This design comes from an exercise in tuning for small area on the open sky130 flow, not from production work.
Function was checked by simulation only, so behaviour that the tests miss may differ from the original.
No activity file was given, so power comes from the tool's default toggle rates.

==> design.v <==
package cpu_pkg;
  localparam int XLEN     = 64;
  localparam int NUM_REGS = 32;
  localparam int CTRL_W   = 16;
  localparam logic [4:0] ZERO_REG = 5'd31;
endpackage
module rf_wbit
(
  input  logic s,
  input  logic sn,
  input  logic d,
  input  logic q,
  output logic y
);
  assign y = (s & d) | (sn & q);
endmodule
module rf_rsel
(
  input  logic s0,
  input  logic d0,
  input  logic s1,
  input  logic d1,
  input  logic s2,
  input  logic d2,
  output logic y_n
);
  assign y_n = !((s0 & d0) | (s1 & d1) | (s2 & d2));
endmodule
import cpu_pkg::*;
module register_read_stage
(
  input  logic              clk,
  input  logic              reset_n,
  input  logic              RegWriteWB,
  input  logic [4:0]        WriteRegWB,
  input  logic [XLEN-1:0]   FinalWriteData,
  input  logic              in_valid,
  input  logic [4:0]        Rn,
  input  logic [4:0]        Rm,
  input  logic [4:0]        Rd,
  input  logic              MemReadID,
  input  logic [CTRL_W-1:0] CtrlID,
  input  logic              flush,
  output logic [XLEN-1:0]   ReadData1EX,
  output logic [XLEN-1:0]   ReadData2EX,
  output logic [4:0]        RnEX,
  output logic [4:0]        RmEX,
  output logic [4:0]        RdEX,
  output logic              MemReadEX,
  output logic [CTRL_W-1:0] CtrlEX,
  output logic              ValidEX,
  output logic              stall
);
  localparam int NR = NUM_REGS - 1;    
  localparam int NG = NR / 3;          
  logic [XLEN-1:0] regs [NR];
  logic [XLEN-1:0] regs_d [NR];
  logic [NR-1:0]   written;
  logic [NR-1:0]   wsel;
  logic [NR-1:0]   wsel_n;
  logic [NR-1:0]   rsel1;
  logic [NR-1:0]   rsel2;
  always_comb begin
    for (int i = 0; i < NR; i++) begin
      wsel[i]   = RegWriteWB && (WriteRegWB == 5'(i));
      wsel_n[i] = !wsel[i];
      rsel1[i]  = (RnEX == 5'(i)) && written[i];
      rsel2[i]  = (RmEX == 5'(i)) && written[i];
    end
  end
  always_ff @(posedge clk or negedge reset_n) begin
    if (!reset_n) begin
      written <= '0;
    end else begin
      written <= written | wsel;
    end
  end
  for (genvar i = 0; i < NR; i++) begin : g_reg
    for (genvar b = 0; b < XLEN; b++) begin : g_bit
      rf_wbit u_w (
        .s (wsel[i]),
        .sn(wsel_n[i]),
        .d (FinalWriteData[b]),
        .q (regs[i][b]),
        .y (regs_d[i][b])
      );
    end
    always_ff @(posedge clk) begin
      regs[i] <= regs_d[i];
    end
  end
  logic [XLEN-1:0] grp1_n [NG];
  logic [XLEN-1:0] grp2_n [NG];
  for (genvar g = 0; g < NG; g++) begin : g_grp
    for (genvar b = 0; b < XLEN; b++) begin : g_bit
      rf_rsel u_r1 (
        .s0(rsel1[3*g]),   .d0(regs[3*g][b]),
        .s1(rsel1[3*g+1]), .d1(regs[3*g+1][b]),
        .s2(rsel1[3*g+2]), .d2(regs[3*g+2][b]),
        .y_n(grp1_n[g][b])
      );
      rf_rsel u_r2 (
        .s0(rsel2[3*g]),   .d0(regs[3*g][b]),
        .s1(rsel2[3*g+1]), .d1(regs[3*g+1][b]),
        .s2(rsel2[3*g+2]), .d2(regs[3*g+2][b]),
        .y_n(grp2_n[g][b])
      );
    end
  end
  always_comb begin
    ReadData1EX = {XLEN{rsel1[NR-1]}} & regs[NR-1];
    ReadData2EX = {XLEN{rsel2[NR-1]}} & regs[NR-1];
    for (int g = 0; g < NG; g++) begin
      ReadData1EX = ReadData1EX | ~grp1_n[g];
      ReadData2EX = ReadData2EX | ~grp2_n[g];
    end
  end
  logic              load_use;
  logic              live;       
  logic [4:0]        rd_q;
  logic              mem_read_q;
  logic [CTRL_W-1:0] ctrl_q;
  logic              valid_q;
  assign RdEX      = live ? rd_q : ZERO_REG;
  assign MemReadEX = live & mem_read_q;
  assign CtrlEX    = live ? ctrl_q : '0;
  assign ValidEX   = live & valid_q;
  assign load_use = ValidEX && MemReadEX && (RdEX != ZERO_REG) && in_valid &&
                    ((RdEX == Rn) || (RdEX == Rm));
  assign stall = load_use && !flush;
  always_ff @(posedge clk or negedge reset_n) begin
    if (!reset_n) begin
      RnEX <= ZERO_REG;
      RmEX <= ZERO_REG;
      live <= 1'b0;
    end else begin
      RnEX <= Rn;
      RmEX <= Rm;
      live <= !(flush || load_use);
    end
  end
  always_ff @(posedge clk) begin
    rd_q       <= Rd;
    mem_read_q <= MemReadID;
    ctrl_q     <= CtrlID;
    valid_q    <= in_valid;
  end
endmodule
==> run.sh <==
#!/bin/bash
# synth_recipe.tcl (not shown) runs the flow's synth.tcl, then flattens the netlist and writes it again
# the make line also repeats each setting of config.mk as NAME=value (left out here)
make -C /OpenROAD-flow-scripts/flow DESIGN_CONFIG=/design/flow/config.mk WORK_HOME=/design/flow/orfs CLKGATE_MAP_FILE= SYNTH_SCRIPT=/design/flow/synth_recipe.tcl finish
==> config.mk <==
export PLATFORM = sky130hd
export DESIGN_NAME = register_read_stage
export DESIGN_NICKNAME = register_read_stage
export VERILOG_FILES = /design/flow/design.v
export SDC_FILE = /design/flow/constraint.sdc
export NUM_CORES = 4
export LEC_CHECK = 0
export CAP_MARGIN = 20
export CORE_MARGIN = 2
export CORE_UTILIZATION = 30
export PLACE_DENSITY = 0.45
export SLEW_MARGIN = 20
export SYNTH_HIERARCHICAL = 1
export SYNTH_MINIMUM_KEEP_SIZE = 0
==> constraint.sdc <==
create_clock -name core_clock -period 5.0 [get_ports {clk}]
set_input_delay 1.0000 -clock core_clock [delete_from_list [all_inputs] [get_ports {clk}]]
set_output_delay 1.0000 -clock core_clock [all_outputs]
set_load 0.01 [all_outputs]
==> results of run 1 <==
[power by group]
part	switching (µW)	internal, µW	leakage [µW]
clock	7440	9710	0.00368
sequential	2730	19600	0.0172
combinational	2440	2870	0.0207
[metal layers]
layer / vias to the layer above / routed length, µm
met5: - / 710
li1: 31250 / -
met4: 36 / 36230
met2: 7868 / 198700
met1: 41090 / 186500
met3: 1984 / 75980
[state kept, by name, indices dropped and copies added (netlist names)]
signal	flops
RmEX	5
ctrl_q	16
mem_read_q	1
written	31
live	1
regs	1984
valid_q	1
rd_q	5
RnEX	5
[kinds of logic (layout without fill, tap and decap cells)]
kind of cell | Yosys count | count (layout)
compound gates | 3401 | 3401
flops | 2049 | 2049
simple gates | 609 | 645
buf+inv | 54 | 1364
xor+xnor | 2 | 2
other cells | 0 | 18
[per-module statistics from Yosys (local to each module, per instance)]
module	times used	cells inside	flip-flops and latches	cell area, µm²
register_read_stage	1	2851	2049	46430
rf_wbit	1984	1	0	8.758
rf_rsel	1280	1	0	10.01
[synthesized netlist by cell type (2+ instances only)]
cell type     n
and2_1       25
nor3_1        7
nand4_1     257
xor2_1        2
nand3b_1      2
and3_1       60
and4_1        4
buf_2         7
nand2_1     170
nor2b_1      17
nand2b_1     40
dfrtp_1      32
a21oi_1       2
clkbuf_1      6
dfxtp_1    2007
a22o_1     1984
a222oi_1   1280
and4b_1       2
nor2_1       13
dfstp_2      10
a31oi_1       2
o31ai_1       2
or2_2         3
inv_1        33
buf_8         6
a2111o_1    126
[how the worst max path moves through the flow]
stage	start	to	slack, ns	depth (start not counted)
floorplan	WriteRegWB[1]	written[30]	0.98	5
global placement	RmEX[2]	ReadData2EX[12]	0.17	7
detailed placement	RnEX[0]	ReadData1EX[2]	0.22	7
CTS	RnEX[3]	ReadData1EX[2]	-0.14	8
global route	RnEX[1]	ReadData1EX[58]	-0.16	10
finish	RnEX[4]	ReadData1EX[1]	-0.18	9
[what timing repair did]
action | in CTS | in global routing
endpoints found under the setup margin | 128 | 83
setup buffers | 223 | 32
gates resized for setup | 197 | 51
cloned | 37 | 2
hold buffers | 0 | 0
endpoints found under the hold margin | 0 | 0
pin swaps | 271 | 176
[worst max-delay path: cells and delay by family (launching register included)]
family | cells | cell delay [ns]
buf+inv | 4 | 0.84
compound gates | 2 | 1.24
flops | 1 | 0.63
simple gates | 3 | 0.54
[through the flow]
stage	hold WS [ns]	setup slack, ns	utilization, %
finish	0.2057	-0.1819	39.01
global route	0.2137	-0.1631	39.00
CTS	0.1655	-0.1373	38.85
detailed placement	0.4762	0.2163	34.67
global placement	0.4723	0.1679	34.69
floorplan	0.4403	0.9834	-
[cell usage in the layout, fill, tap and decap left out, types with 22 or more instances in the layout]
cell type | Yosys | layout
buf_2 | 7 | 30
buf_12 | 0 | 173
clkbuf_1 | 6 | 67
and3_4 | 1 | 79
nand4_1 | 257 | 257
nand2b_1 | 40 | 40
buf_6 | 1 | 22
dfrtp_1 | 32 | 32
a2111o_1 | 126 | 124
clkbuf_8 | 0 | 65
inv_4 | 0 | 31
a22o_1 | 1984 | 1984
dfxtp_1 | 2007 | 2007
clkinv_2 | 0 | 31
dlygate4sd2_1 | 0 | 84
buf_4 | 0 | 452
nand2_4 | 0 | 31
a222oi_1 | 1280 | 1280
nand2_1 | 170 | 137
clkbuf_16 | 0 | 228
clkdlybuf4s50_1 | 0 | 120
[cell type report]
| cell class | count | area [µm²] |
|---|---|---|
| sequential | 2049 | 41250 |
| inverter | 33 | 201.4 |
| multi-input combinational | 4048 | 36150 |
| timing repair buffer | 921 | 9717 |
| clock buffer | 360 | 6852 |
| clock inverter | 50 | 635.6 |
| tap | 3366 | 4212 |
| antenna | 18 | 45.04 |
| fill | 24010 | 154900 |
==> metrics.md, run 1 <==
| Metric | Value |
|---|---|
| Tmin final | `slightly above 5 ns` |
| Maximum vdd drop | `0.4281 mV` |
| GR Overflow Total | `0` |
| Dominant cell type by area after synthesis | `dfxtp_1` |
| Worst hold path class | `primary input to async pin` |
| Final period util | `103.6%` |
| Setup ws final | `-0.1819 ns` |
| Top_reg_cell synth | `dfxtp_1` |
| R2R Path Start | `live` |
| Synth top area share | `52.44%` |
| Root buffer cell | `clkbuf_16` |
| Reg2reg path depth | `5` |
| SO Viols | `setup timing` |
| Slew HR | `17.76%` |
| Adder-cell share of the synthesized area | `0%` |
| Busiest grt layer | `met2` |
| Register area share after synthesis | `53.83%` |
| Avg Cell Area, Syn | `between 10 and 15 µm²` |
| Post-synth EDFFs | `0` |
| Global Route Usage Sum | `36.41%` |
| DRC | `0` |
| Most used cell, CP | `buf_4` |
| ANT nets after route | `0` |
| Total die area | `0.2595 mm²` |
| Number of synthesized register bits | `about 2,000` |
| Clock latency on the worst-skew pair | `roughly 0.90 ns` |
| Drt first pass iters | `15` |
| Max-slew violations | `0` |
| Compound-Gate Fraction of Synth Area | `41.35%` |
| Pin count of the biggest net entering global routing | `66` |
| Synth Net Count | `about 6,200` |
| Cts bufs inserted | `223` |
| GRT met1 Usage | `between 40% and 50%` |
| Endpoints failing setup | `26` |
| Combinational family with the most area after synthesis | `compound AO/OA/AOI/OAI gates` |
| Post-synthesis simple-gate area fraction | `4.424%` |
| Synth unique cells | `42` |
| Htree depth | `4` |
| Met3 Use GR | `15.44%` |
| Cell Area, Placed | `0.08804 mm²` |
| Reg-to-reg setup timing slack | `2.78 ns` |
| RSZ-0062 raised after global routing | `yes` |
| Layout area overhead | `29.29%` |
| Clock skew | `0.003358 ns` |
| Leak | `0.04160 µW` |
| Final WL | `498.1 mm` |
| First-pass GRT wire length | `662.3 mm` |
| TritonCTS clock tree | `yes` |
| Synth async-reset ratio | `2.050%` |
| Clock buffer depth | `3` |
| PD cells | `~450 mW/mm²` |
| Port Buffers | `267` |
| Status | `complete, but fails checks` |
| DR WL/cell | `45.93 µm` |
| Antenna violations before repair | `53` |
| Layout cells sized above 1 | `16.65%` |
| 1st-iter DRT viols | `19,480` |
| Die H | `509.4 µm` |
| Met2 Use GR | `about half` |
| Top post-synthesis cells by area | `dfxtp_1, a22o_1, a222oi_1` |
| Gpl congestion | `0.8894` |
| Critical path arrival | `between 4 and 5 ns` |
| # clock sinks | `2,049` |
| CP startpoint kind | `flip-flop` |
| Row cnt | `between 150 and 200` |
| Total power | `44,770 µW` |
| Vias in the first global route | `76,870` |
| Die W | `~510 µm` |
| Worst-path clk slew | `0.06 ns` |
| Kind of critical path | `flip-flop to output port` |
| Critical path's slowest cell | `a222oi_1` |
| Crit end category | `output port` |
| XOR/XNOR Fraction of Synth Area | `0.02286%` |
| Finished Layout Cells | `10,850` |
| Largest stage delay, worst path | `0.77 ns` |
| Fin. Hold Viols | `0` |
| Setup total negative slack | `-0.9291 ns` |
| Starting density of the core | `30.17%` |
| IO Count | `around 270` |
| Design area | `0.09906 mm²` |
| Slew @ Worst Pin | `1.234 ns` |
| Reg2Reg Capture Point | `live` |
| Post-synthesis mux area share | `0%` |
| Synth Cell Area | `0.07662 mm²` |
| Req. time, crit path | `4.00 ns` |
| NumNets Final | `7,382` |
| Core Region | `0.2539 mm²` |
| Critical path cell sequence | `buf_12, buf_4, nor3b_4, and3_4, buf_4, a222oi_1, nand4_1, a2111o_1, dlygate4sd2_1` |
| Post-synthesis cell count | `6,115` |
| Inst Count DP | `10,120` |
| Avg Vias per Cell | `roughly 7.6` |
| Max_cap viols | `0` |
| Post-DP HPWL | `274.0 mm` |
| Synth Warn # | `12` |
| Worst Path Max Fanout | `8` |
| Fmax achieved | `193.0 MHz` |
| Vias | `82,230` |
==> inputs of run 2 (changes only) <==
--- a/design.v
+++ b/design.v
@@ -58,21 +58,27 @@
   logic [NR-1:0]   written;
   logic [NR-1:0]   wsel;
   logic [NR-1:0]   wsel_n;
-  logic [NR-1:0]   rsel1;
-  logic [NR-1:0]   rsel2;
+  logic [NR-1:0]   written_d;
+  logic [NR-1:0]   rsel1;      
+  logic [NR-1:0]   rsel2;      
   always_comb begin
     for (int i = 0; i < NR; i++) begin
       wsel[i]   = RegWriteWB && (WriteRegWB == 5'(i));
       wsel_n[i] = !wsel[i];
-      rsel1[i]  = (RnEX == 5'(i)) && written[i];
-      rsel2[i]  = (RmEX == 5'(i)) && written[i];
     end
   end
+  assign written_d = written | wsel;
   always_ff @(posedge clk or negedge reset_n) begin
     if (!reset_n) begin
       written <= '0;
+      rsel1   <= '0;
+      rsel2   <= '0;
     end else begin
-      written <= written | wsel;
+      written <= written_d;
+      for (int i = 0; i < NR; i++) begin
+        rsel1[i] <= (Rn == 5'(i)) && written_d[i];
+        rsel2[i] <= (Rm == 5'(i)) && written_d[i];
+      end
     end
   end
   for (genvar i = 0; i < NR; i++) begin : g_reg
==> run 2 against run 1 <==
  * The layout still fails its checks (setup timing)
  * Global-route usage fell by 4.1 points
  * First-iteration DRC count fell by 8.7%
  * Largest power group unchanged
  * Total power rose by 1.5%
  * Die area rose by 2.0%
  * Clock power rose by 3%
  * Cell count fell by 2.7%
==> metrics.md, run 2 <==
| Metric | Value |
|---|---|
| Setup WS pre-CTS | `about 0.90 ns` |
| Cts bufs inserted | `230` |
| Fin. Hold Viols | `0` |
| Gpl congestion | `0.8529` |
| Worst-path clk slew | `approximately 0.060 ns` |
| Largest reg by FF count | `regs` |
| CP startpoint | `rsel1[12]` |
| Post-DP HPWL | `251.8 mm` |
| Port Buffers | `between 200 and 300` |
| Row cnt | `~190` |
| Req. time, crit path | `4.00 ns` |
| ANT nets after route | `0` |
| Comb pwr share | `11.0%` |
| Delay-heaviest family, CP | `compound AO/OA/AOI/OAI gates` |
| 1st-iter DRT viols | `17,790` |
| NumNets Final | `7,064` |
| Most frequent cells in the layout | `dfxtp_1, a22o_1, a222oi_1` |
| Starting density of the core | `a little under a third` |
| Net Sw Power | `12,450 µW` |
| Sequential Power Share | `50.2%` |
| Root buffer cell | `clkbuf_16` |
| Vias in the first global route | `around 76,000` |
| Commonest cells post-synth | `dfxtp_1, a22o_1, a222oi_1` |
| Top post-synthesis cells by area | `dfxtp_1, a22o_1, a222oi_1` |
| Number of synthesized register bits | `2,111` |
| Die W | `514.3 µm` |
| Final period util | `102.6%` |
| Avg Vias per Cell | `7.450` |
| Post-CTS sizing | `0` |
| Slew HR | `18.01%` |
| DRC | `0` |
| Worst Path Max Fanout | `26` |
| Die H | `between 500 and 600 µm` |
| Finished Layout Cells | `~11,000` |
| Status | `complete, but fails checks` |
| Core Region | `about 0.26 mm²` |
| Avg Cell Area, Syn | `12.59 µm²` |
| Area of the multi-input gates | `about 0.035 mm²` |
| Slew @ Worst Pin | `1.230 ns` |
| Max reg flops | `1,984` |
| Clock latency on the worst-skew pair | `0.91 ns` |
| Dominant cell type by area after synthesis | `dfxtp_1` |
| Setup ws final | `-0.1316 ns` |
| Synth Cell Area | `0.07813 mm²` |
| Fmax achieved | `194.9 MHz` |
| Leak | `0.03902 µW` |
| Max-slew violations | `0` |
| Total die area | `0.2645 mm²` |
| Inst Count DP | `10,130` |
| Fin util | `a little under two fifths` |
| Endpoints failing setup | `4` |
| Critical path's slowest cell | `dfrtp_4` |
| Reg-to-reg setup timing slack | `~3.0 ns` |
| Antenna violations before repair | `17` |
| Synth Warn # | `12` |
| DR WL/cell | `about 43 µm` |
| RSZ-0062 raised after global routing | `no` |
| Post-synthesis cell count | `a little over 6,000` |
| Max_cap viols | `0` |
| Final WL | `451.5 mm` |
| Vias | `78,620` |
| Top_reg_cell synth | `dfxtp_1` |
| Clock power share | `38.8%` |
| First-pass GRT wire length | `614.4 mm` |
| Htree depth | `4` |
| Clock skew | `0.04932 ns` |
| Reg2Reg Capture Point | `live` |
| Synth unique cells | `50` |
| Largest stage delay, worst path | `0.76 ns` |
| Seq. cell area | `0.04303 mm²` |
| TritonCTS clock tree | `yes` |
| Critical path arrival | `4.13 ns` |
| # clock sinks | `2,111` |
| Tmin final | `just over 5 ns` |
| Layout cells sized above 1 | `11.52%` |
| Int Pwr | `32,990 µW` |
| IO Count | `268` |
| Critical path cell sequence | `buf_4, a222oi_1, nand4_1, a2111o_1, clkdlybuf4s50_1` |
| Register area share after synthesis | `54.77%` |
| Drt first pass iters | `14` |
| SO Viols | `setup timing` |
| GR Overflow Total | `0` |
| Worst hold path class | `primary input to async pin` |
| Clock buffer depth | `3` |
| Switching Fraction | `between 20 and 30%` |
| Kind of critical path | `flip-flop to output port` |
| Reg2reg path depth | `5` |
| Synth async-reset ratio | `4.927%` |
| Global Route Usage Sum | `32.33%` |
| Worst path bufs/invs | `2` |
| CP startpoint kind | `flip-flop` |
| # fillers | `24,860` |
| R2R Path Start | `live` |
| Layout area overhead | `22.72%` |
| Most common cell after layout, fill and taps aside | `dfxtp_1` |
| Count leader, synth | `dfxtp_1` |
| Crit end category | `output port` |
| Synth top area share | `51.42%` |
| Pin count of the biggest net entering global routing | `between 70 and 80` |
| Maximum vdd drop | `0.4496 mV` |
| PD cells | `473.9 mW/mm²` |
| Synth Net Count | `6,311` |
| Post-synth EDFFs | `0` |
[run 2: cell types whose count changed after synthesis, sizes merged, moves of 7 or more]
cell and delta:
and2 -7, and3 -61, clkbuf +8, dfrtp +62
inv +34, nand2b -27, nor2 +29, nor2b -14
nor3 +50, nor4 +7
[run 2: layer usage]
metal	track usage (%)	up-vias	routed length [µm]
met5	0.2922	-	39
met4	15.19	4	23060
met3	9.651	1259	61230
met2	47.08	6782	187600
met1	43.48	39990	179600
li1	-	30580	-
[run 2: worst max path at each step]
stage / to / slack, ns / depth (start not counted)
2_1_floorplan: rsel1[26] / 1.04 / 6
3_3_place_gp: stall / 0.77 / 7
3_5_place_dp: stall / 0.90 / 7
4_1_cts: ReadData2EX[32] / 0.02 / 6
5_1_grt: ReadData2EX[8] / 0.002 / 5
6_report: ReadData1EX[44] / -0.13 / 5
[run 2: area by class of cell]
class / count / share of cell area, %
diodes: 8 / 0.02088
clock buffers: 325 / 6.898
clock inverters: 91 / 1.084
inverters: 67 / 0.3432
multi-input cells: 3997 / 36.71
flip-flops and latches: 2111 / 44.87
well taps: 3402 / 4.439
repair buffers: 551 / 5.635
[run 2: modules after synthesis, one instance, submodules excluded]
module,cells,area [µm²],times used,flops+latches
register_read_stage,2941,47940,1,2111
rf_wbit,1,8.758,1984,0
rf_rsel,1,10.01,1280,0
[run 2: power by group through the flow]
| stage | combinational (µW) | sequential (µW) | clock, µW |
|---|---|---|---|
| final | 4990 | 22800 | 17600 |
| after global routing | 5320 | 23200 | 18400 |
| after CTS | 4930 | 22700 | 17800 |
| after detailed placement | 4910 | 23000 | 0 |
| after global placement | 4780 | 22900 | 0 |
| after floorplan | 3120 | 22200 | 0 |
[run 2: cells by family (layout without fill, tap and decap cells)]
| kind of cell | count (synthesis) | in the layout | share of synthesized area (%) |
|---|---|---|---|
| AOI/OAI and AO/OA | 3404 | 3404 | 40.60 |
| and+or+nand+nor | 590 | 590 | 4.114 |
| buffers and inverters | 97 | 1034 | 0.4788 |
| other | 0 | 8 | 0 |
| DFF | 2111 | 2111 | 54.77 |
| xor gates and xnor gates | 2 | 2 | 0.02242 |
| muxes | 1 | 1 | 0.01441 |
[run 2: what timing repair did]
item	CTS	global route
setup endpoints to repair	0	4
hold buffers	0	0
setup buffers	0	1
[run 2: stage by stage]
step	power (µW)	area [µm²]	hold slack (ns)	TNS [ns]
2_1_floorplan	25350	78130	0.4277	0
3_3_place_gp	27640	88240	0.4417	0
3_5_place_dp	27860	88200	0.4440	0
4_1_cts	45340	95860	0.2226	0
5_1_grt	46910	95870	0.2905	0
6_report	45440	95880	0.2233	-0.2515
==> inputs of run 3 (changes only) <==
==> flow/run.sh (new file) <==
#!/bin/bash
# Layout flow: the standard ORFS flow (standard.sh), unchanged except for
# the clock tree synthesis arguments (larger sink clusters, no dummy loads)
# and the cell used to buffer the ports.
set -euo pipefail
export CTS_ARGS="-sink_clustering_enable -repair_clock_nets -dont_use_dummy_load -sink_clustering_size 20 -sink_clustering_max_diameter 100"
export BUFFER_PORTS_ARGS="-buffer_cell sky130_fd_sc_hd__buf_1"
bash standard.sh finish > standard.log 2>&1
==> standard.sh (new file) <==
#!/bin/bash
# synth_recipe.tcl (not shown) runs the flow's synth.tcl, then flattens the netlist and writes it again
# the make line also repeats each setting of config.mk as NAME=value (left out here)
make -C /OpenROAD-flow-scripts/flow DESIGN_CONFIG=/design/flow/config.mk WORK_HOME=/design/flow/orfs CLKGATE_MAP_FILE= SYNTH_SCRIPT=/design/flow/synth_recipe.tcl "${@:-finish}"
--- a/config.mk
+++ b/config.mk
@@ -5,10 +5,10 @@
 export SDC_FILE = /design/flow/constraint.sdc
 export NUM_CORES = 4
 export LEC_CHECK = 0
-export CAP_MARGIN = 20
+export CAP_MARGIN = 10
 export CORE_MARGIN = 2
 export CORE_UTILIZATION = 30
 export PLACE_DENSITY = 0.45
-export SLEW_MARGIN = 20
+export SLEW_MARGIN = 10
 export SYNTH_HIERARCHICAL = 1
 export SYNTH_MINIMUM_KEEP_SIZE = 0
removed: run.sh
==> run 3 against run 2 <==
  * The run now finishes clean
  * Synthesized cell count stayed put
  * First-iteration DRC count up 1.5%
  * Sequential share of layout area grew 3.4 points
  * Largest power group unchanged
==> metrics.md, run 3 <==
| Metric | Value |
|---|---|
| Avg Cell Area, Syn | `roughly 13 µm²` |
| First-pass GRT wire length | `611.1 mm` |
| Most frequent cells in the layout | `dfxtp_1, a22o_1, a222oi_1` |
| ANT nets after route | `0` |
| Critical path arrival | `3.85 ns` |
| Port Buffers | `267` |
| # fillers | `25,450` |
| # clock sinks | `2,111` |
| Count leader, synth | `dfxtp_1` |
| Fin. Hold Viols | `0` |
| Slew HR | `13.59%` |
| Vias in the first global route | `74,390` |
| RSZ-0062 raised after global routing | `no` |
| Antenna violations before repair | `22` |
| DR WL/cell | `between 40 and 50 µm` |
| Clock skew | `0.02785 ns` |
| Slew @ Worst Pin | `between 1 and 1.5 ns` |
| Synth Net Count | `approximately 6,300` |
| Vias | `about 78,000` |
| Final WL | `452.6 mm` |
| Global Route Usage Sum | `32.29%` |
| Max_cap viols | `0` |
| Root buffer cell | `clkbuf_16` |
| Dominant cell type by area after synthesis | `dfxtp_1` |
| Maximum vdd drop | `0.3216 mV` |
| DRC | `0` |
| Reg-to-reg setup timing slack | `3.03 ns` |
| Req. time, crit path | `4.00 ns` |
| Fmax achieved | `between 200 and 250 MHz` |
| Cell Area, Placed | `0.08610 mm²` |
| Design area | `0.08907 mm²` |
| Number of synthesized register bits | `~2,100` |
| Htree depth | `3` |
| Pin count of the biggest net entering global routing | `65` |
| 1st-iter DRT viols | `18,050` |
| Synth unique cells | `50` |
| Max-slew violations | `0` |
| Leak | `~0.036 µW` |
| Cts bufs inserted | `118` |
| R2R Path Start | `live` |
| WL met3 | `57.84 mm` |
| Clock buffer depth | `3` |
| Worst hold path class | `primary input to async pin` |
| Total power | `37,650 µW` |
| Avg Vias per Cell | `approximately 7.6` |
| Crit end category | `output port` |
| Layout cells sized above 1 | `under 10%` |
| Clock latency on the worst-skew pair | `0.83 ns` |
| Worst Path Max Fanout | `43` |
| Layout area overhead | `14.00%` |
| TritonCTS clock tree | `yes` |
| Commonest cells post-synth | `dfxtp_1, a22o_1, a222oi_1` |
| Met2 WL | `between 150 and 200 mm` |
| Critical path cell sequence | `buf_4, a222oi_1, nand4_1, a2111o_1, buf_1` |
| Synth Warn # | `12` |
| Total die area | `0.2645 mm²` |
| Setup total negative slack | `0 ns` |
| PD cells | `422.8 mW/mm²` |
| Synth top area share | `between 50% and 60%` |
| Worst-path clk slew | `0.08 ns` |
| Reg2reg path depth | `5` |
| Final period util | `96.92%` |
| Routed met1 length | `around 180 mm` |
| Largest reg by FF count | `regs` |
| Starting density of the core | `30.14%` |
| Top post-synthesis cells by area | `dfxtp_1, a22o_1, a222oi_1` |
| NumNets Final | `6,926` |
| Tmin final | `4.846 ns` |
| Post-DP HPWL | `254.4 mm` |
| CP startpoint kind | `flip-flop` |
| Most common cell after layout, fill and taps aside | `dfxtp_1` |
| Post-synthesis cell count | `6,205` |
| Die H | `514.3 µm` |
| Post-CTS sizing | `0` |
| Top_reg_cell synth | `dfxtp_1` |
| Hold Buf Count CTS | `0` |
| Post-synth EDFFs | `0` |
| GR Overflow Total | `0` |
| Reg2Reg Capture Point | `live` |
| Kind of critical path | `flip-flop to output port` |
| Status | `no timing/DRC/antenna violations` |
| Critical path's slowest cell | `dfrtp_4` |
| Die W | `514.3 µm` |
| IO Count | `268` |
| Top Metal Used | `met5` |
| Drt first pass iters | `14` |
| Largest stage delay, worst path | `0.82 ns` |
| Endpoints failing setup | `0` |
| Synth async-reset ratio | `4.927%` |
| Synth Cell Area | `0.07813 mm²` |
| Post CTS Setup Buffer Count | `0` |
| Inst Count DP | `around 10,000` |
| Max reg flops | `~2,000` |
| Row cnt | `187` |
| Gpl congestion | `between 0.8 and 0.9` |
| Finished Layout Cells | `10,230` |
| Core Region | `around 0.26 mm²` |
| Register area share after synthesis | `54.77%` |
==> run 3: metrics by stage <==
stage                     setup WS [ns]  hold WS, ns  util (%)
after CTS                        0.1489       0.2025     34.35
after global routing             0.1922       0.2303     34.35
after global placement            1.059       0.4397     33.21
final                            0.1539       0.2582     34.36
after floorplan                   1.041       0.4277         -
after detailed placement          1.021       0.4458     33.21
==> run 3: modules after synthesis, one instance, submodules excluded <==
module / cell area, µm² / flops+latches
register_read_stage: 47940 / 2111
rf_wbit: 8.758 / 0
rf_rsel: 10.01 / 0
==> run 3: cell type report <==
cell class	count	area, µm²	share of cell area [%]
sequential	2111	43030	48.31
multi-input combinational	3997	35200	39.51
tap	3402	4257	4.779
timing repair buffer	525	3297	3.702
clock buffer	118	2953	3.315
inverter	67	329.1	0.3694
antenna	5	12.51	0.01405
==> run 3: kinds of logic after synthesis <==
family,after synthesis,synth area share [%]
flops,2111,54.77
xor+xnor,2,0.02242
mux,1,0.01441
compound gates,3404,40.60
buf+inv,97,0.4788
simple gates,590,4.114
==> run 3: per-layer routing <==
metal	global-route usage [%]	up-vias
met4	17.64	14
li1	-	30060
met2	47.31	6756
met3	9.139	1391
met5	0.09132	-
met1	42.58	39440
==> run 3: worst max path at each step <==
stage | from | to | slack (ns) | depth (start not counted)
final | rsel1[6] | ReadData1EX[33] | 0.15 | 5
after CTS | rsel1[6] | ReadData1EX[33] | 0.15 | 5
after global placement | WriteRegWB[0] | regs[3][34] | 1.06 | 7
after floorplan | WriteRegWB[1] | rsel1[26] | 1.04 | 6
after detailed placement | WriteRegWB[2] | regs[3][33] | 1.02 | 7
after global routing | rsel1[6] | ReadData1EX[33] | 0.19 | 5
==> run 3: report_power, final <==
group	internal, µW	switching (µW)
clock network	4170	5990
registers	20100	2740
logic	2530	2160
==> run 3: worst max-delay path, delay by kind of cell, from the launching register on <==
family,cells,cell delay [ns]
AOI/OAI and AO/OA,2,1.14
DFF,1,0.82
buffers and inverters,2,0.67
and+or+nand+nor,1,0.33
==> inputs of run 4 (changes only) <==
==> flow/run.sh (replaced) <==
#!/bin/bash
# Layout flow: the standard ORFS flow (standard.sh), unchanged except for
# the clock tree synthesis arguments (larger sink clusters, no dummy loads)
# and the cell used to buffer the ports.
set -euo pipefail
export CTS_ARGS="-sink_clustering_enable -repair_clock_nets -dont_use_dummy_load -sink_clustering_size 24 -sink_clustering_max_diameter 100"
export BUFFER_PORTS_ARGS="-buffer_cell sky130_fd_sc_hd__buf_1"
bash standard.sh finish > standard.log 2>&1
--- a/config.mk
+++ b/config.mk
@@ -5,10 +5,10 @@
 export SDC_FILE = /design/flow/constraint.sdc
 export NUM_CORES = 4
 export LEC_CHECK = 0
-export CAP_MARGIN = 10
+export CAP_MARGIN = 20
 export CORE_MARGIN = 2
 export CORE_UTILIZATION = 30
 export PLACE_DENSITY = 0.45
-export SLEW_MARGIN = 10
+export SLEW_MARGIN = 20
 export SYNTH_HIERARCHICAL = 1
 export SYNTH_MINIMUM_KEEP_SIZE = 0
==> run 4 against run 3 <==
  * Synthesized cell count did not move
  * Clock skew rose by 0.030 ns
  * Sequential share of layout area is 0.16 points higher
  * Highest routed layer unchanged
==> metrics.md, run 4 <==
| Metric | Value |
|---|---|
| Avg Vias per Cell | `7.591` |
| Gpl congestion | `around 0.84` |
| Final WL | `451.9 mm` |
| Req. time, crit path | `roughly 4 ns` |
| Clock skew | `0.05812 ns` |
| # clock sinks | `~2,100` |
| Max_cap viols | `0` |
| Starting density of the core | `between 30% and 40%` |
| Root buffer cell | `clkbuf_16` |
| Max reg flops | `about 2,000` |
| Avg Cell Area, Syn | `approximately 13 µm²` |
| Worst-path clk slew | `0.09 ns` |
| Setup total negative slack | `0 ns` |
| Synth async-reset ratio | `4.927%` |
| Commonest cells post-synth | `dfxtp_1, a22o_1, a222oi_1` |
| Count leader, synth | `dfxtp_1` |
| 1st-iter DRT viols | `17,690` |
| Clock buffer depth | `3` |
| Critical path arrival | `3.84 ns` |
| TritonCTS clock tree | `yes` |
| Final period util | `96.77%` |
| Register area share after synthesis | `between 50% and 60%` |
| Htree depth | `3` |
| Layout area overhead | `13.63%` |
| Crit end category | `output port` |
| Status | `no timing/DRC/antenna violations` |
| Vias in the first global route | `between 70,000 and 80,000` |
| RSZ-0062 raised after global routing | `no` |
| Hold Buf Count CTS | `0` |
| Drt first pass iters | `14` |
| Endpoints failing setup | `0` |
| Final hold slack | `0.2316 ns` |
| First-pass GRT wire length | `610.1 mm` |
| Kind of critical path | `flip-flop to output port` |
| Post-synthesis cell count | `6,205` |
| Synth Net Count | `about 6,300` |
| Synth Cell Area | `between 0.07 and 0.08 mm²` |
| Post-synth EDFFs | `0` |
| Layout cells sized above 1 | `7.758%` |
| Total power | `around 37,000 µW` |
| Fmax achieved | `206.7 MHz` |
| Maximum vdd drop | `between 0.3 and 0.4 mV` |
| PD cells | `approximately 420 mW/mm²` |
| Largest reg by FF count | `regs` |
| Leak | `0.03563 µW` |
| Core Region | `0.2592 mm²` |
| Max-slew violations | `0` |
| Clock latency on the worst-skew pair | `0.85 ns` |
| Antenna violations before repair | `21` |
| Post-CTS sizing | `0` |
| Port Buffers | `267` |
| GR Overflow Total | `0` |
| Synth Warn # | `12` |
| Post CTS Setup Buffer Count | `0` |
| Fin. Hold Viols | `0` |
| Die W | `514.3 µm` |
| ANT nets after route | `0` |
| Post-DP HPWL | `254.4 mm` |
| Row cnt | `about 190` |
| # fillers | `25,490` |
| CP startpoint kind | `flip-flop` |
| Slew @ Worst Pin | `1.337 ns` |
| Dominant cell type by area after synthesis | `dfxtp_1` |
| WL met3 | `58.61 mm` |
| Die H | `514.3 µm` |
| Worst Path Max Fanout | `43` |
| Most common cell after layout, fill and taps aside | `dfxtp_1` |
| Top_reg_cell synth | `dfxtp_1` |
| Number of synthesized register bits | `roughly 2,100` |
| Routed met1 length | `176.5 mm` |
| Top post-synthesis cells by area | `dfxtp_1, a22o_1, a222oi_1` |
| Vias | `77,560` |
| Tmin final | `4.839 ns` |
| Synth unique cells | `50` |
| Most frequent cells in the layout | `dfxtp_1, a22o_1, a222oi_1` |
| NumNets Final | `6,914` |
| IO Count | `268` |
| Worst hold path class | `primary input to async pin` |
| Total die area | `0.2645 mm²` |
| Top Metal Used | `met5` |
| Synth top area share | `51.42%` |
| Pin count of the biggest net entering global routing | `65` |
| Global Route Usage Sum | `about 32%` |
| Met2 WL | `~190 mm` |
| DRC | `0` |
| Slew HR | `10.88%` |
| Cts bufs inserted | `106` |
| DR WL/cell | `44.23 µm` |
run 4: through the flow:
stage               std cells  instance area, µm²  util [%]  setup WS, ns
detailed placement      10100               86100     33.21         1.021
finish                  10220               88780     34.25        0.1613
global placement        10100               86100     33.21         1.059
floorplan                6205               78130         -         1.041
global route            10210               88770     34.24        0.2217
CTS                     10210               88760     34.24        0.1880
run 4: path summary, 6_finish.rpt:
kind / startpoint / to / slack (ns) / cells after the start
worst max-delay path: rsel1[6] / ReadData1EX[33] / 0.16 / 5
worst min register to register: written[30] / written[30] / 0.46 / 2
worst max register to register: live / live / 3.04 / 5
max in group asynchronous: reset_n / rsel1[6] / 3.82 / 2
worst min-delay path: reset_n / written[25] / 0.23 / 1
min in group core_clock: Rd[4] / rd_q[4] / 0.27 / 1
run 4: routing by layer:
metal,vias up,GRT usage [%]
met1,39390,42.45
met2,6747,47.46
met5,-,0.09132
li1,30040,-
met4,22,17.03
met3,1359,9.289
run 4: power breakdown:
group          total [µW]  internal [µW]  switching, µW
Clock                9650           3780           5870
Combinational        4690           2530           2160
Sequential          22800          20100           2730
Total               37100          26400          10800
run 4: logic make-up (layout without fill, tap and decap cells):
group	count (synthesis)	after routing	synth area share, %
and+or+nand+nor	590	590	4.114
other	0	9	0
xor gates and xnor gates	2	2	0.02242
DFF	2111	2111	54.77
buffers and inverters	97	698	0.4788
muxes	1	1	0.01441
AOI/OAI and AO/OA	3404	3404	40.60
run 4: area by class of cell:
class / count / area (µm²) / area share, %
antenna: 9 / 22.52 / 0.02537
clock buffer: 106 / 2653 / 2.988
inverter: 67 / 329.1 / 0.3707
multi-input combinational: 3997 / 35200 / 39.64
sequential: 2111 / 43030 / 48.46
tap: 3402 / 4257 / 4.795
timing repair buffer: 525 / 3297 / 3.714
run 4: Yosys stat by module, one instance, submodules excluded:
module               times used  cells
rf_rsel                    1280      1
register_read_stage           1   2941
rf_wbit                    1984      1
run 4: worst max-delay path: stages, from the launching register on:
cell,delay (ns)
dfrtp_4,0.83
buf_4,0.51
a222oi_1,0.70
nand4_1,0.34
a2111o_1,0.43
buf_1,0.16
==> inputs of run 5 (changes only) <==
--- a/config.mk
+++ b/config.mk
@@ -7,8 +7,8 @@
 export LEC_CHECK = 0
 export CAP_MARGIN = 20
 export CORE_MARGIN = 2
-export CORE_UTILIZATION = 30
-export PLACE_DENSITY = 0.45
+export CORE_UTILIZATION = 40
+export PLACE_DENSITY = 0.55
 export SLEW_MARGIN = 20
 export SYNTH_HIERARCHICAL = 1
 export SYNTH_MINIMUM_KEEP_SIZE = 0
==> run 5 against run 4 <==
  * Sequential power hardly changed
  * Cell area is 1.6% lower
  * Highest routed layer unchanged
  * Worst setup slack better by 0.18 ns
  * Synthesized cell count stayed put
  * Fmax is 3.9% higher
  * Worst hold slack better by 0.063 ns
  * Critical path depth stayed put
  * Global-route usage is 7.2 points higher
  * Clock skew is 0.0066 ns lower
  * Register-to-register slack hardly changed
  * Still clean on timing, DRC and antenna
  * Critical path type unchanged
  * Sequential share of layout area is 0.79 points higher
  * Clock power is 4.0% lower
==> metrics.md, run 5 <==
| Metric | Value |
|---|---|
| PD cells | `420.3 mW/mm²` |
| Setup total negative slack | `0 ns` |
| DR WL/cell | `44.51 µm` |
| Largest stage delay, worst path | `0.68 ns` |
| Slew @ Worst Pin | `approximately 1.3 ns` |
| Max_cap viols | `0` |
| Vias in the first global route | `73,320` |
| Post-synth EDFFs | `0` |
| Synth Warn # | `12` |
| Clock buffer depth | `3` |
| Count leader, synth | `dfxtp_1` |
| # fillers | `17,950` |
| Synth async-reset ratio | `under 10%` |
| Req. time, crit path | `4.00 ns` |
| Layout cells sized above 1 | `between 7 and 8%` |
| Inst Count DP | `9,216` |
| Number of synthesized register bits | `~2,100` |
| Critical path arrival | `3.66 ns` |
| Top post-synthesis cells by area | `dfxtp_1, a22o_1, a222oi_1` |
| Root buffer cell | `clkbuf_16` |
| Cell Area, Placed | `0.08473 mm²` |
| Die H | `446.0 µm` |
| Avg Cell Area, Syn | `12.59 µm²` |
| Drt first pass iters | `15` |
| Final hold slack | `slightly below 0.3 ns` |
| ANT nets after route | `0` |
| Global Route Usage Sum | `39.48%` |
| Cts bufs inserted | `100` |
| Post-synthesis cell count | `6,205` |
| Avg Vias per Cell | `roughly 8.4` |
| Post-DP HPWL | `226.7 mm` |
| Top_reg_cell synth | `dfxtp_1` |
| IO Count | `268` |
| Leak | `0.03543 µW` |
| Critical path cell sequence | `buf_4, a222oi_1, nand4_1, a2111o_1, buf_1` |
| Total die area | `0.1989 mm²` |
| Core Region | `0.1946 mm²` |
| Tmin final | `4.657 ns` |
| Synth Net Count | `around 6,300` |
| # clock sinks | `2,111` |
| Delay-heaviest family, CP | `compound AO/OA/AOI/OAI gates` |
| Most frequent cells in the layout | `dfxtp_1, a22o_1, a222oi_1` |
| Total power | `36,720 µW` |
| Htree depth | `3` |
| Layout area overhead | `11.80%` |
| Vias | `77,990` |
| Register area share after synthesis | `a little over half` |
| Synth Cell Area | `0.07813 mm²` |
| Starting density of the core | `40.15%` |
| Synth top area share | `51.42%` |
| First-pass GRT wire length | `568.0 mm` |
| Most common cell after layout, fill and taps aside | `dfxtp_1` |
| Area of the multi-input gates | `~0.035 mm²` |
| NumNets Final | `6,885` |
| GR Overflow Total | `0` |
| Status | `no timing/DRC/antenna violations` |
| Worst Path Max Fanout | `28` |
| Row cnt | `162` |
| Max reg flops | `1,984` |
| Fmax achieved | `214.7 MHz` |
| Commonest cells post-synth | `dfxtp_1, a22o_1, a222oi_1` |
| Seq. cell area | `0.04303 mm²` |
| Pin count of the biggest net entering global routing | `between 50 and 60` |
| Crit end category | `output port` |
| CP startpoint kind | `flip-flop` |
| 1st-iter DRT viols | `20,250` |
| Maximum vdd drop | `approximately 0.26 mV` |
| Critical path's slowest cell | `dfrtp_4` |
| DRC | `0` |
| Slew HR | `approximately 16%` |
| Worst hold path class | `primary input to async pin` |
| Max-slew violations | `0` |
| Worst path bufs/invs | `2` |
| Hold Buf Count CTS | `0` |
| Clock latency on the worst-skew pair | `about 0.81 ns` |
| Final period util | `between 90 and 100%` |
| Post CTS Setup Buffer Count | `0` |
| Finished Layout Cells | `9,333` |
| Design area | `approximately 0.087 mm²` |
| Endpoints failing setup | `0` |
| TritonCTS clock tree | `yes` |
| Antenna violations before repair | `14` |
| Port Buffers | `267` |
| Gpl congestion | `0.8990` |
| Post-CTS sizing | `0` |
| RSZ-0062 raised after global routing | `no` |
| Largest reg by FF count | `regs` |
| Clock skew | `roughly 0.05 ns` |
| Synth unique cells | `50` |
| Fin. Hold Viols | `0` |
| Kind of critical path | `flip-flop to output port` |
| Worst-path clk slew | `~0.1 ns` |
| Dominant cell type by area after synthesis | `dfxtp_1` |
| Die W | `446.0 µm` |
| Final WL | `415.4 mm` |
run 5: cell counts after synthesis:
Identical to the previous run, type by type.
run 5: path summary, 6_finish.rpt:
kind | cells past startpoint | endpoint | slack, ns | startpoint
worst max-delay path | 5 | ReadData1EX[48] | 0.34 | rsel1[22]
worst min register to register | 2 | written[28] | 0.46 | written[28]
worst max register to register | 5 | live | 3.04 | live
max in group asynchronous | 2 | rsel1[8] | 3.39 | reset_n
worst min-delay path | 1 | written[4] | 0.29 | reset_n
min in group core_clock | 1 | ctrl_q[8] | 0.30 | CtrlID[8]
run 5: routing by layer:
metal	vias up	global-route usage [%]	wire length [µm]
li1	30010	-	-
met1	38800	51.50	154300
met2	7616	55.18	168000
met3	1556	14.30	65020
met4	10	24.25	28040
met5	-	0	82
run 5: per-stage QoR:
step | setup WS [ns] | util, %
2_1_floorplan | 1.041 | -
3_3_place_gp | 1.043 | 43.54
3_5_place_dp | 0.9920 | 43.54
4_1_cts | 0.5162 | 44.83
5_1_grt | 0.4084 | 44.87
6_report | 0.3429 | 44.89
run 5: modules after synthesis, one instance, submodules excluded:
module / flops+latches / area (µm²) / copies in the design / cells
register_read_stage: 2111 / 47940 / 1 / 2941
rf_wbit: 0 / 8.758 / 1984 / 1
rf_rsel: 0 / 10.01 / 1280 / 1
run 5: where the power goes:
part	total [µW]	switching, µW	internal, µW	leakage (µW)
sequential	22800	2790	20100	0.0179
combinational	4610	2080	2530	0.0163
clock	9260	5690	3580	0.00123
total	36700	10600	26200	0.0354
run 5: area by class of cell:
cell class	count	area share (%)
Timing Repair Buffer	502	3.528
Clock buffer	100	2.865
Tap cell	2542	3.641
Multi-Input combinational cell	3997	40.29
Antenna cell	14	0.04011
Sequential cell	2111	49.26
Inverter	67	0.3796
run 5: logic make-up after synthesis:
logic type | count (synthesis) | share of synthesized area [%]
flip-flops | 2111 | 54.77
XOR/XNOR | 2 | 0.02242
AO/OA/AOI/OAI | 3404 | 40.60
AND/OR/NAND/NOR | 590 | 4.114
buffers and inverters | 97 | 0.4788
multiplexers | 1 | 0.01441
==> inputs of run 6 (changes only) <==
==> flow/run.sh (replaced) <==
#!/bin/bash
# Layout flow: the standard ORFS flow (standard.sh), unchanged except for
# the clock tree synthesis arguments (larger sink clusters, no dummy loads)
# and the cell used to buffer the ports.
set -euo pipefail
export CTS_ARGS="-sink_clustering_enable -repair_clock_nets -dont_use_dummy_load -sink_clustering_size 27 -sink_clustering_max_diameter 110"
export BUFFER_PORTS_ARGS="-buffer_cell sky130_fd_sc_hd__buf_1"
bash standard.sh finish > standard.log 2>&1
--- a/config.mk
+++ b/config.mk
@@ -7,8 +7,8 @@
 export LEC_CHECK = 0
 export CAP_MARGIN = 20
 export CORE_MARGIN = 2
-export CORE_UTILIZATION = 40
-export PLACE_DENSITY = 0.55
+export CORE_UTILIZATION = 30
+export PLACE_DENSITY = 0.45
 export SLEW_MARGIN = 20
 export SYNTH_HIERARCHICAL = 1
 export SYNTH_MINIMUM_KEEP_SIZE = 0
==> run 6 against run 5 <==
  * Still clean on timing, DRC and antenna
  * Total power fell by 0.27%
  * Synthesized cell count did not move
  * Clock-buffer cell count fell by 7
  * First-iteration DRC count fell by 13%
  * Via count fell by 0.76%
  * Flip-flop and latch count did not move
  * Cell count rose by 9.3%
  * Fmax fell by 3.4%
  * Wire length rose by 8.7%
  * Worst setup slack got worse by 0.16 ns
  * Critical path type unchanged
==> metrics.md, run 6 <==
| Metric | Value |
|---|---|
| Clock latency on the worst-skew pair | `0.80 ns` |
| Drt first pass iters | `13` |
| Pin count of the biggest net entering global routing | `65` |
| Top post-synthesis cells by area | `dfxtp_1, a22o_1, a222oi_1` |
| Commonest cells post-synth | `dfxtp_1, a22o_1, a222oi_1` |
| Port Buffers | `~270` |
| Hold Buf Count CTS | `0` |
| Slew @ Worst Pin | `1.307 ns` |
| Final hold slack | `0.2697 ns` |
| Synth Warn # | `12` |
| Top_reg_cell synth | `dfxtp_1` |
| Max-slew violations | `0` |
| Vias in the first global route | `74,140` |
| Post CTS Setup Buffer Count | `0` |
| Register area share after synthesis | `54.77%` |
| Reg2reg path depth | `5` |
| Post-synthesis simple-gate area fraction | `4.114%` |
| RSZ-0062 raised after global routing | `no` |
| CP startpoint kind | `flip-flop` |
| PD cells | `414.0 mW/mm²` |
| Antenna violations before repair | `20` |
| Global Route Usage Sum | `roughly a third` |
| Root buffer cell | `clkbuf_16` |
| Synth Net Count | `6,311` |
| WL met3 | `approximately 58 mm` |
| Die W | `514.3 µm` |
| Leak | `0.03547 µW` |
| First-pass GRT wire length | `609.5 mm` |
| Synth unique cells | `50` |
| # fillers | `25,490` |
| Critical path arrival | `3.82 ns` |
| Req. time, crit path | `4.00 ns` |
| Count leader, synth | `dfxtp_1` |
| Post-CTS sizing | `0` |
| Reg2Reg Capture Point | `live` |
| Die H | `514.3 µm` |
| Worst hold path class | `primary input to async pin` |
| Dominant cell type by area after synthesis | `dfxtp_1` |
| Adder-cell share of the synthesized area | `0%` |
| Crit end category | `output port` |
| Vias | `77,400` |
| Slew HR | `12.87%` |
| Fmax achieved | `207.5 MHz` |
| Clock buffer depth | `3` |
| Starting density of the core | `30.14%` |
| Layout area overhead | `13.20%` |
| Post-synthesis cell count | `6,205` |
| TritonCTS clock tree | `yes` |
| Combinational family with the most area after synthesis | `compound AO/OA/AOI/OAI gates` |
| Maximum vdd drop | `0.2910 mV` |
| NumNets Final | `6,901` |
| Final WL | `451.5 mm` |
| Most frequent cells in the layout | `dfxtp_1, a22o_1, a222oi_1` |
| Avg Vias per Cell | `7.587` |
| Fin util | `34.12%` |
| DRC | `0` |
| XOR/XNOR Fraction of Synth Area | `0.02242%` |
| 1st-iter DRT viols | `17,720` |
| Reg-to-reg setup timing slack | `3.03 ns` |
| Largest reg by FF count | `regs` |
| Most common cell after layout, fill and taps aside | `dfxtp_1` |
| ANT nets after route | `0` |
| Max reg flops | `approximately 2,000` |
| Fin. Hold Viols | `0` |
| Row cnt | `187` |
| # clock sinks | `2,111` |
| Post-DP HPWL | `roughly 250 mm` |
| Number of synthesized register bits | `around 2,100` |
| Kind of critical path | `flip-flop to output port` |
| Final period util | `96.37%` |
| Gpl congestion | `0.8377` |
| Worst Path Max Fanout | `43` |
| Top Metal Used | `met5` |
| Met2 WL | `~190 mm` |
| Synth async-reset ratio | `4.927%` |
| Setup total negative slack | `0 ns` |
| Post-synth EDFFs | `0` |
| Synth Cell Area | `a little under 0.08 mm²` |
| Compound-Gate Fraction of Synth Area | `40.60%` |
| Post-synthesis mux area share | `0.01441%` |
| Status | `no timing/DRC/antenna violations` |
| Core Region | `0.2592 mm²` |
| IO Count | `roughly 270` |
| GR Overflow Total | `0` |
| Max_cap viols | `0` |
| Routed met1 length | `176.0 mm` |
| Cts bufs inserted | `93` |
| Endpoints failing setup | `0` |
| Total die area | `0.2645 mm²` |
| Tmin final | `4.819 ns` |
| Avg Cell Area, Syn | `approximately 13 µm²` |
| R2R Path Start | `live` |
| Synth top area share | `51.42%` |
| Layout cells sized above 1 | `roughly 7.6%` |
| Htree depth | `3` |
| Clock skew | `between 0.05 and 0.06 ns` |
| Worst-path clk slew | `0.11 ns` |
| DR WL/cell | `44.26 µm` |
[run 6: kinds of logic after synthesis]
kind of cell / Yosys count
AOI/OAI and AO/OA: 3404
DFF: 2111
and+or+nand+nor: 590
buffers and inverters: 97
xor gates and xnor gates: 2
muxes: 1
[run 6: worst max-delay path: stages, from the launching register on]
cell and delay, ns:
dfrtp_4 0.80, buf_4 0.52, a222oi_1 0.64, nand4_1 0.35
a2111o_1 0.43, buf_1 0.16
[run 6: layout make-up]
class,instances,area (µm²),area share (%)
Tap cell,3402,4257,4.813
Antenna cell,6,15.01,0.01698
Clock buffer,93,2327,2.631
Sequential cell,2111,43030,48.65
Timing Repair Buffer,525,3297,3.728
Multi-Input combinational cell,3997,35200,39.79
Inverter,67,329.1,0.3721
[run 6: where the power goes]
| part | leakage [µW] | switching (µW) | internal, µW | total (µW) |
|---|---|---|---|---|
| clock network | 0.00115 | 5790 | 3350 | 9130 |
| registers | 0.0179 | 2740 | 20100 | 22800 |
| logic | 0.0164 | 2160 | 2530 | 4690 |
| total | 0.0355 | 10700 | 25900 | 36600 |
[run 6: per-module statistics from Yosys (local to each module, per instance)]
module	cells	cell area [µm²]	copies in the design	flops+latches
rf_rsel	1	10.01	1280	0
register_read_stage	2941	47940	1	2111
rf_wbit	1	8.758	1984	0
[run 6: worst max path at each step]
stage | start | to | slack [ns] | cells past startpoint
final | rsel2[7] | ReadData2EX[33] | 0.18 | 5
after global routing | rsel1[6] | ReadData1EX[33] | 0.24 | 5
after CTS | rsel1[6] | ReadData1EX[33] | 0.21 | 5
after detailed placement | WriteRegWB[2] | regs[3][33] | 1.02 | 7
after global placement | WriteRegWB[0] | regs[3][34] | 1.06 | 7
after floorplan | WriteRegWB[1] | rsel1[26] | 1.04 | 6
[run 6: stage by stage]
stage / area, µm² / instances / power [µW] / setup WS (ns)
floorplan: 78130 / 6205 / 25350 / 1.041
global placement: 86100 / 10100 / 27350 / 1.059
detailed placement: 86100 / 10100 / 27570 / 1.021
CTS: 88430 / 10200 / 36450 / 0.2076
global route: 88440 / 10200 / 37860 / 0.2442
finish: 88450 / 10200 / 36620 / 0.1815
[run 6: layer usage]
| layer | track usage, % | vias to the layer above |
|---|---|---|
| met2 | 47.53 | 6703 |
| met3 | 9.097 | 1353 |
| met1 | 42.39 | 39340 |
| met4 | 17.04 | 10 |
| li1 | - | 29990 |
| met5 | 0.5479 | - |
==> inputs of run 7 (changes only) <==
--- a/config.mk
+++ b/config.mk
@@ -7,8 +7,8 @@
 export LEC_CHECK = 0
 export CAP_MARGIN = 20
 export CORE_MARGIN = 2
-export CORE_UTILIZATION = 30
-export PLACE_DENSITY = 0.45
+export CORE_UTILIZATION = 48
+export PLACE_DENSITY = 0.62
 export SLEW_MARGIN = 20
 export SYNTH_HIERARCHICAL = 1
 export SYNTH_MINIMUM_KEEP_SIZE = 0
==> run 7 against run 6 <==
  * Still clean on timing, DRC and antenna
  * Critical path depth did not move
  * Clock skew fell by 0.038 ns
  * Worst setup slack improved by 0.23 ns
  * Synthesized cell count did not move
  * Non-clock buffer count fell by 24
  * Fmax rose by 5.0%
  * First-iteration DRC count rose by 15%
  * Combinational power fell by 3%
  * Die area fell by 37%
  * Via count rose by 0.18%
  * Worst hold slack improved by 0.036 ns
  * Wire length fell by 14%
==> metrics.md, run 7 <==
| Metric | Value |
|---|---|
| Status | `no timing/DRC/antenna violations` |
| Avg Vias per Cell | `between 8 and 9` |
| First-pass GRT wire length | `542.9 mm` |
| 1st-iter DRT viols | `20,310` |
| Total die area | `0.1660 mm²` |
| Worst-path clk slew | `0.10 ns` |
| Critical path arrival | `3.59 ns` |
| Kind of critical path | `flip-flop to output port` |
| Most frequent cells in the layout | `dfxtp_1, a22o_1, a222oi_1` |
| Clock latency on the worst-skew pair | `0.78 ns` |
| Vias in the first global route | `roughly 74,000` |
| Root buffer cell | `clkbuf_16` |
| Endpoints failing setup | `0` |
| Pin count of the biggest net entering global routing | `71` |
| Hold Buf Count CTS | `0` |
| Row cnt | `around 150` |
| R2R Path Start | `live` |
| Leak | `0.03527 µW` |
| Synth Net Count | `6,311` |
| Cts bufs inserted | `88` |
| Synth unique cells | `50` |
| Cell Area, Placed | `0.08426 mm²` |
| Fmax achieved | `217.9 MHz` |
| Critical path cell sequence | `buf_4, a222oi_1, nand4_1, a2111o_1, buf_1` |
| Max_cap viols | `0` |
| Starting density of the core | `around 48%` |
| Register area share after synthesis | `54.77%` |
| Number of synthesized register bits | `2,111` |
| Dominant cell type by area after synthesis | `dfxtp_1` |
| Design area | `0.08651 mm²` |
| Port Buffers | `267` |
| Reg2Reg Capture Point | `live` |
| Global Route Usage Sum | `approximately 44%` |
| Tmin final | `4.590 ns` |
| Slew @ Worst Pin | `~1.3 ns` |
| IO Count | `268` |
| # fillers | `between 10,000 and 15,000` |
| Worst Path Max Fanout | `37` |
| RSZ-0062 raised after global routing | `no` |
| Gpl congestion | `0.9202` |
| Drt first pass iters | `13` |
| CP startpoint kind | `flip-flop` |
| Antenna violations before repair | `21` |
| Layout area overhead | `10.72%` |
| TritonCTS clock tree | `yes` |
| Largest stage delay, worst path | `0.83 ns` |
| Avg Cell Area, Syn | `12.59 µm²` |
| GR Overflow Total | `0` |
| Fin. Hold Viols | `0` |
| Reg-to-reg setup timing slack | `3.07 ns` |
| Count leader, synth | `dfxtp_1` |
| Total power | `36,000 µW` |
| Final period util | `a little over 90%` |
| Htree depth | `3` |
| Top post-synthesis cells by area | `dfxtp_1, a22o_1, a222oi_1` |
| Post-synth EDFFs | `0` |
| Hold Path Origin | `CtrlID[13]` |
| Post CTS Setup Buffer Count | `0` |
| Maximum vdd drop | `slightly above 0.3 mV` |
| Crit end category | `output port` |
| Worst hold path class | `primary input to flip-flop` |
| Critical path's slowest cell | `dfrtp_4` |
| Min-Delay Endpoint | `ctrl_q[13]` |
| Die W | `407.5 µm` |
| NumNets Final | `~6,900` |
| Layout cells sized above 1 | `7.141%` |
| Commonest cells post-synth | `dfxtp_1, a22o_1, a222oi_1` |
| Post-DP HPWL | `215.4 mm` |
| Setup total negative slack | `0 ns` |
| Fin util | `53.33%` |
| DR WL/cell | `~44 µm` |
| Req. time, crit path | `4.00 ns` |
| Synth Warn # | `12` |
| Max-slew violations | `0` |
| # clock sinks | `2,111` |
| Die H | `407.5 µm` |
| Synth async-reset ratio | `4.927%` |
| Core Region | `0.1622 mm²` |
| Synth top area share | `51.42%` |
| Largest reg by FF count | `regs` |
| Vias | `77,540` |
| Clock skew | `0.01287 ns` |
| Area of the multi-input gates | `between 0.03 and 0.04 mm²` |
| PD cells | `416.1 mW/mm²` |
| Slew HR | `13.85%` |
| Clock buffer depth | `3` |
| Most common cell after layout, fill and taps aside | `dfxtp_1` |
| Final WL | `389.6 mm` |
| Synth Cell Area | `0.07813 mm²` |
| Post-CTS sizing | `0` |
| DRC | `0` |
| ANT nets after route | `0` |
| Reg2reg path depth | `5` |
| Post-synthesis cell count | `around 6,200` |
| Max reg flops | `a little under 2,000` |
| Seq. cell area | `0.04303 mm²` |
| Top_reg_cell synth | `dfxtp_1` |
| Hold path depth | `1` |
## run 7: cell counts after synthesis
No cell type changed its count.
## run 7: through the flow
step	worst slack (ns)	instances	hold WS, ns
after floorplan	1.041	6205	0.4277
after global placement	1.324	8850	0.4405
after detailed placement	1.273	8850	0.4414
after CTS	0.5855	8938	0.2978
after global routing	0.4462	8942	0.2881
final	0.4102	8944	0.3060
## run 7: cell type report
type | count | share of cell area, %
inverters | 67 | 0.3804
diodes | 5 | 0.01446
multi-input cells | 3997 | 40.68
flip-flops and latches | 2111 | 49.74
repair buffers | 501 | 3.492
well taps | 2175 | 3.146
clock buffers | 88 | 2.546
## run 7: kinds of logic after synthesis
| family | count (synthesis) | share of synthesized area [%] |
|---|---|---|
| AOI/OAI and AO/OA | 3404 | 40.60 |
| DFF | 2111 | 54.77 |
| and+or+nand+nor | 590 | 4.114 |
| buffers and inverters | 97 | 0.4788 |
| xor gates and xnor gates | 2 | 0.02242 |
| muxes | 1 | 0.01441 |
## run 7: worst max path at each step
stage | from | end | cells past startpoint
2_1_floorplan | WriteRegWB[1] | rsel1[26] | 6
3_3_place_gp | WriteRegWB[0] | regs[21][34] | 7
3_5_place_dp | WriteRegWB[0] | rsel1[18] | 6
4_1_cts | rsel2[24] | ReadData2EX[25] | 5
5_1_grt | rsel2[24] | ReadData2EX[25] | 5
6_report | rsel1[12] | ReadData1EX[19] | 5
## run 7: metal layers
layer / global-route usage [%] / up-vias / part of all wire, %
met2: 60.97 / 8013 / 40
met3: 17.26 / 1904 / 17
li1: - / 29950 / -
met5: 0.4598 / - / 0.080
met1: 57.42 / 37640 / 36
met4: 27.66 / 30 / 7.6
## run 7: per-module statistics from Yosys (local to each module, per instance)
module	area [µm²]	cells	flops+latches
register_read_stage	47940	2941	2111
rf_rsel	10.01	1	0
rf_wbit	8.758	1	0
## run 7: worst max-delay path: cells and delay by family, from the launching register on
family	cells	cell delay (ns)
DFF	1	0.83
and+or+nand+nor	1	0.40
buffers and inverters	2	0.62
AOI/OAI and AO/OA	2	0.95
## run 7: power breakdown
| group | switching [µW] | internal (µW) | total, µW |
|---|---|---|---|
| registers | 2750 | 20100 | 22800 |
| clock network | 5450 | 3180 | 8630 |
| logic | 2040 | 2530 | 4570 |
==> inputs of run 8 (changes only) <==
--- a/config.mk
+++ b/config.mk
@@ -7,8 +7,8 @@
 export LEC_CHECK = 0
 export CAP_MARGIN = 20
 export CORE_MARGIN = 2
-export CORE_UTILIZATION = 48
-export PLACE_DENSITY = 0.62
+export CORE_UTILIZATION = 40
+export PLACE_DENSITY = 0.55
 export SLEW_MARGIN = 20
 export SYNTH_HIERARCHICAL = 1
 export SYNTH_MINIMUM_KEEP_SIZE = 0
==> run 8 against run 7 <==
  * Clock-buffer cell count grew 2
  * Non-clock buffer count rose by 1
  * Die area increased by 20%
  * Sequential power barely moved
  * Combinational power grew 0.9%
  * Cell area grew 0.67%
  * Total power increased by 0.82%
  * Flip-flop and latch count unchanged
==> metrics.md, run 8 <==
| Metric | Value |
|---|---|
| Vias in the first global route | `73,100` |
| PD cells | `416.8 mW/mm²` |
| Die W | `446.0 µm` |
| Vias | `77,860` |
| Most frequent cells in the layout | `dfxtp_1, a22o_1, a222oi_1` |
| # clock sinks | `2,111` |
| Clock skew | `approximately 0.04 ns` |
| Register area share after synthesis | `54.77%` |
| Pin count of the biggest net entering global routing | `59` |
| Count leader, synth | `dfxtp_1` |
| 1st-iter DRT viols | `19,840` |
| Die H | `~450 µm` |
| Starting density of the core | `40.15%` |
| Global Route Usage Sum | `39.42%` |
| Clock buffer depth | `3` |
| IO Count | `268` |
| Top post-synthesis cells by area | `dfxtp_1, a22o_1, a222oi_1` |
| Clock latency on the worst-skew pair | `0.79 ns` |
| GR Overflow Total | `0` |
| Largest stage delay, worst path | `0.68 ns` |
| Fin. Hold Viols | `0` |
| Critical path's slowest cell | `dfrtp_4` |
| Slew @ Worst Pin | `1.214 ns` |
| DRC | `0` |
| Hold Buf Count CTS | `0` |
| Synth async-reset ratio | `under 10%` |
| Maximum vdd drop | `0.2638 mV` |
| Setup ws final | `around 0.38 ns` |
| Synth Net Count | `6,311` |
| Cell Area, Placed | `0.08473 mm²` |
| CP startpoint kind | `flip-flop` |
| Worst Path Max Fanout | `28` |
| Design area | `0.08708 mm²` |
| Total power | `36,290 µW` |
| NumNets Final | `6,875` |
| Max reg flops | `1,984` |
| Tmin final | `4.618 ns` |
| Avg Cell Area, Syn | `12.59 µm²` |
| Req. time, crit path | `approximately 4 ns` |
| Core Region | `0.1946 mm²` |
| Synth top area share | `51.42%` |
| Max-slew violations | `0` |
| ANT nets after route | `0` |
| Post CTS Setup Buffer Count | `0` |
| Endpoints failing setup | `0` |
| Final period util | `92.37%` |
| Setup total negative slack | `0 ns` |
| Critical path arrival | `3.62 ns` |
| Post-CTS sizing | `0` |
| Htree depth | `3` |
| Most common cell after layout, fill and taps aside | `dfxtp_1` |
| Layout cells sized above 1 | `7.197%` |
| Post-synth EDFFs | `0` |
| DR WL/cell | `about 45 µm` |
| Worst-path clk slew | `~0.11 ns` |
| First-pass GRT wire length | `567.3 mm` |
| Top_reg_cell synth | `dfxtp_1` |
| Cts bufs inserted | `90` |
| Number of synthesized register bits | `2,111` |
| Synth unique cells | `50` |
| Synth Cell Area | `approximately 0.078 mm²` |
| Fmax achieved | `216.5 MHz` |
| Max_cap viols | `0` |
| Commonest cells post-synth | `dfxtp_1, a22o_1, a222oi_1` |
| Total die area | `0.1989 mm²` |
| Status | `no timing/DRC/antenna violations` |
| Kind of critical path | `flip-flop to output port` |
| Synth Warn # | `12` |
| Fin util | `between 40% and 50%` |
| Dominant cell type by area after synthesis | `dfxtp_1` |
| Post-synthesis cell count | `just over 6,000` |
| Drt first pass iters | `14` |
| Antenna violations before repair | `13` |
| Avg Vias per Cell | `~8.4` |
| TritonCTS clock tree | `yes` |
| Slew HR | `19.09%` |
| Root buffer cell | `clkbuf_16` |
| Post-DP HPWL | `226.7 mm` |
| Worst hold path class | `primary input to async pin` |
| RSZ-0062 raised after global routing | `no` |
| Largest reg by FF count | `regs` |
| Layout area overhead | `11.46%` |
| Final WL | `415.0 mm` |
| Row cnt | `162` |
| Setup WS pre-CTS | `0.9920 ns` |
| Port Buffers | `267` |
| Gpl congestion | `0.8990` |
| Crit end category | `output port` |
| Leak | `0.03530 µW` |
| Critical path cell sequence | `buf_4, a222oi_1, nand4_1, a2111o_1, buf_1` |
-- run 8: layout make-up --
type	instances	area, µm²
fillers	17970	107500
flip-flops and latches	2111	43030
multi-input cells	3997	35200
well taps	2542	3181
repair buffers	502	3082
clock buffers	90	2252
inverters	67	331.6
diodes	7	17.52
-- run 8: cells by family (layout without fill, tap and decap cells) --
kind of cell | after synthesis | in the layout | share of synthesized area (%)
xor gates and xnor gates | 2 | 2 | 0.02242
muxes | 1 | 1 | 0.01441
AOI/OAI and AO/OA | 3404 | 3404 | 40.60
buffers and inverters | 97 | 659 | 0.4788
DFF | 2111 | 2111 | 54.77
and+or+nand+nor | 590 | 590 | 4.114
other | 0 | 7 | 0
-- run 8: per-stage QoR --
stage	hold WS, ns	instances
finish	0.2969	9316
global route	0.2843	9310
CTS	0.2690	9306
detailed placement	0.4454	9216
global placement	0.4403	9216
floorplan	0.4277	6205
-- run 8: worst paths after layout --
check / from / endpoint / slack, ns / cells past startpoint
min in group core_clock: CtrlID[14] / ctrl_q[14] / 0.31 / 1
max in group asynchronous: reset_n / rsel2[8] / 3.40 / 2
setup reg to reg: live / live / 3.02 / 5
hold / removal: reset_n / written[4] / 0.30 / 1
hold reg to reg: written[28] / written[28] / 0.46 / 2
setup / recovery: rsel1[22] / ReadData1EX[48] / 0.38 / 5
-- run 8: metal layers --
layer  global-route usage, %  part of all wire (%)  vias to the layer above  wire length, µm
met5                       0                 0.040                        -              165
met4                   23.97                   7.0                       16            29050
met3                   14.23                    16                     1596            64840
met2                   55.25                    40                     7556           167100
met1                   51.42                    37                    38710           153900
li1                        -                     -                    29980                -
-- run 8: where the power goes --
| group | internal [µW] | total [µW] | switching (µW) |
|---|---|---|---|
| logic | 2530 | 4610 | 2080 |
| registers | 20100 | 22800 | 2790 |
| clock network | 3250 | 8840 | 5590 |
-- run 8: critical path: cells and delay by family, from the launching register on --
family                 cells  cell delay (ns)
buffers and inverters      2             0.61
AOI/OAI and AO/OA          2             1.03
and+or+nand+nor            1             0.49
DFF                        1             0.68
-- run 8: per-module statistics from Yosys (local to each module, per instance) --
module | times used | flops+latches | cells inside
register_read_stage | 1 | 2111 | 2941
rf_rsel | 1280 | 0 | 1
rf_wbit | 1984 | 0 | 1

Check on run 8: ideal ports give 0.382 ns setup slack; a clkbuf_16 on the clock port and buf_2 on the inputs give 0.281 ns; moving port delays by the midpoint clock arrival (0.846 ns) as well gives 0.656 ns.
